What follows belongs to an exercise in optimizing a design on an open flow for small area, a short achievable clock period and few clock cycles per item; a production flow would make more cautious choices.
In this exercise RTL edits were held to simulation tests only and were not proved equivalent to the original.
Power and IR drop assume default switching activity.

// dns_proxy_query_classifier_table
module dns_proxy_query_classifier_table #(
    parameter int TABLE_DEPTH = dpqc_pkg::DPQC_TABLE_DEPTH
) (
    input  logic        i_clk,
    input  logic        i_rst_n,
    input  logic        i_req_valid,
    output logic        o_req_ready,
    input  logic        i_req_type,
    input  logic [15:0] i_req_txn_id,
    input  logic        i_req_flag_qr,
    input  logic        i_req_flag_z,
    input  logic        i_req_flag_cd,
    input  logic [15:0] i_req_question_count,
    input  logic [15:0] i_req_answer_count,
    input  logic [15:0] i_req_query_type,
    input  logic [15:0] i_req_query_class,
    input  logic        i_req_name_blocked,
    input  logic [15:0] i_req_client_port,
    input  logic [31:0] i_req_client_addr,
    output logic        o_rsp_valid,
    input  logic        i_rsp_ready,
    output logic [2:0]  o_rsp_action,
    output logic [2:0]  o_rsp_rcode,
    output logic [15:0] o_rsp_dest_port,
    output logic [31:0] o_rsp_dest_addr
);
For scale: roughly 5000 cells after synthesis, roughly 2400 flip-flops, roughly 190 I/O pins.
make LEC_CHECK=0 CAP_MARGIN=20 CORE_MARGIN=2 CORE_UTILIZATION=40 PLACE_DENSITY=0.6 SETUP_SLACK_MARGIN=3.4 SLEW_MARGIN=20 finish   # period 6.0 ns
run.sh (not shown) runs the stock make flow with config.mk's settings and CLKGATE_MAP_FILE= SYNTH_SCRIPT=/design/flow/synth_recipe.tcl, a recipe that flattens the netlist after the stock synthesis.
The first run passed the timing, DRC and antenna checks.
Testbench counts at the start, summed over its fixed seeds: cycles 12,016, items 12,000.
Rerun with:
--- a/flow/design.v
+++ b/flow/design.v
@@ -81,16 +81,14 @@
     input  logic                   i_full,
     input  logic [15:0]            i_q_id,
     output logic [TABLE_DEPTH-1:0] o_match,
     output logic                   o_unw_hit,
     output logic [TABLE_DEPTH/4-1:0] o_grp,
     input  logic [TABLE_DEPTH-1:0] i_rd_match,
     input  logic [TABLE_DEPTH/4-1:0] i_rd_grp,
-    output logic                   o_lo,
-    input  logic                   i_rd_lo,
     output logic [47:0]            o_rd_pa
 );
     logic [15:0] r_id   [TABLE_DEPTH];
     logic [47:0] r_pa   [TABLE_DEPTH];
     logic [TABLE_DEPTH-1:0] w_written;
     logic [TABLE_DEPTH-1:0] w_wr_slot;
     logic [TABLE_DEPTH-1:0] w_sel;
@@ -109,23 +107,19 @@
                                            : (w_written[i] && (r_id[i] == i_q_id));
     end
     assign o_unw_hit = !i_full && !(i_wr_en && (i_wr_addr == IDX_W'(TABLE_DEPTH - 1)))
                     && (i_q_id == 16'd0);
     for (genvar k = 0; k < TABLE_DEPTH / 4; k++) begin : g_grp
         assign o_grp[k] = |o_match[4*k +: 4];
     end
-    assign o_lo = |o_match[TABLE_DEPTH/2-1:0];
     always_comb begin
         logic w_grp_found;
         logic w_found;
         w_grp_found = 1'b0;
         for (int k = 0; k < TABLE_DEPTH / 4; k++) begin
-            if (k == TABLE_DEPTH / 8) begin
-                w_grp_found = i_rd_lo;
-            end
             w_found = 1'b0;
             for (int j = 0; j < 4; j++) begin
                 w_sel[4*k+j] = i_rd_match[4*k+j] && !w_found && !w_grp_found;
                 w_found      = w_found || i_rd_match[4*k+j];
             end
             w_grp_found = w_grp_found || i_rd_grp[k];
         end
@@ -186,18 +180,14 @@
     logic [TABLE_DEPTH-1:0] r2_match_hold;
     logic [TABLE_DEPTH-1:0] w_nxt_match;
     logic [TABLE_DEPTH/4-1:0] r2_grp;
     logic [TABLE_DEPTH/4-1:0] r2_grp_hold;
     logic [TABLE_DEPTH/4-1:0] w_grp;
     logic [TABLE_DEPTH/4-1:0] w_nxt_grp;
     logic                   r_ready;
-    logic                   r2_lo;
-    logic                   r2_lo_hold;
-    logic                   w_lo;
-    logic                   w_nxt_lo;
     logic                   r2_unw_hit;
     logic [15:0]            r2_id;
     logic [47:0]            r2_pa;
     logic [2:0]             r_skid_act;
     logic [47:0]            r_skid_pa;
     logic [2:0]             r_head_act;
     logic [47:0]            r_head_pa;
@@ -241,21 +231,18 @@
         .i_full     (r_full),
         .i_q_id     (w_req.txn_id),
         .o_match    (w_match),
         .o_unw_hit  (w_unw_hit),
         .o_grp      (w_grp),
         .i_rd_match (r2_match),
         .i_rd_grp   (r2_grp),
-        .o_lo       (w_lo),
-        .i_rd_lo    (r2_lo),
         .o_rd_pa    (w_rd_pa)
     );
     assign w_nxt_match = w_act[2] ? w_match : '0;
     assign w_nxt_grp   = w_act[2] ? w_grp   : '0;
-    assign w_nxt_lo    = w_act[2] && w_lo;
     assign w_hit     = r2_unw_hit || (|r2_grp);
     assign w_res_act = r2_act[2] ? (w_hit ? dpqc_pkg::ACT_DELIVER : dpqc_pkg::ACT_DROP)
                                  : r2_act;
     assign w_res_pa  = (r2_pa & {48{r2_own}}) | w_rd_pa;
     assign w_nxt_act = r_skid_v ? r_skid_act : w_res_act;
     assign w_nxt_pa  = r_skid_v ? r_skid_pa  : w_res_pa;
     function automatic logic [2:0] f_rcode(input logic [2:0] act);
@@ -298,15 +285,14 @@
     always_ff @(posedge i_clk) begin
         if (w_adv) begin
             r2_act     <= w_act;
             r2_own     <= !w_act[2] && (w_act != dpqc_pkg::ACT_FORWARD);
             if (i_req_valid) begin
                 r2_match_hold <= w_nxt_match;
                 r2_grp_hold   <= w_nxt_grp;
-                r2_lo_hold    <= w_nxt_lo;
             end
             r2_unw_hit <= w_unw_hit;
             r2_id      <= w_req.txn_id;
             r2_pa      <= {w_req.client_port, w_req.client_addr};
             r_skid_act <= w_res_act;
             r_skid_pa  <= w_res_pa;
         end
@@ -314,15 +300,14 @@
             r_head_act <= w_nxt_act;
             r_head_pa  <= w_nxt_pa;
         end
     end
     always_ff @(posedge i_clk) begin
         r2_match    <= w_adv ? w_nxt_match : r2_match_hold;
         r2_grp      <= w_adv ? w_nxt_grp   : r2_grp_hold;
-        r2_lo       <= w_adv ? w_nxt_lo    : r2_lo_hold;
         r_out_act   <= w_out_free ? w_nxt_act   : r_head_act;
         r_out_rcode <= w_out_free ? w_nxt_rcode : r_head_rcode;
         r_out_pa    <= w_out_free ? w_nxt_pa    : r_head_pa;
     end
     assign o_rsp_valid     = r_out_v;
     assign o_rsp_action    = r_out_act;
     assign o_rsp_rcode     = r_out_rcode;
Clock-buffer cell count is higher by 36; synthesized cell count rises by about 2.5%; register-to-register slack loses 110 ps; sequential power hardly moves; clock skew went down by 17 ps; area after synthesis grows by about 1.1%; die area grows by 1.1%; power came out higher by 2.9%; clock power increases by about 6%; sequential share of layout area shrinks by 2.2 points; design area climbs by about 3.5%; first-iteration DRC count went up by 16%; global-route usage goes up by 3.3 points.
Testbench counts after the change, summed over its fixed seeds: cycles 12,016, items 12,000.

[static timing again, ports no longer ideal]
The flow's constraints put no driver on any port. The routed layouts listed below were extracted and timed again, unchanged, in two steps. Step 1 (the two cells are an assumption about what drives the block):
set clk [get_ports {i_clk}]
set_driving_cell -lib_cell sky130_fd_sc_hd__clkbuf_16 $clk
set_driving_cell -lib_cell sky130_fd_sc_hd__buf_2 [delete_from_list [all_inputs] $clk]
Step 2 moves the port delays by t, midway between the first and last clock arrival at a register: inputs arrive t later, outputs are due t later. That takes back most of the time a late clock gives input paths. a / b / c = ideal / step 1 / step 2; a / b = the first two.
run	t, ns	setup WS [ns]	clock arrival spread, ns
the first run	0.935	3.352 / 3.339 / 2.516	0.146 / 0.146
the second run	0.943	3.242 / 3.242 / 2.499	0.118 / 0.118
After both steps every run listed still meets setup and hold. For the first run, which loses most, drivers alone change the setup slack by -0.013 ns; drivers and shift together by -0.836 ns.
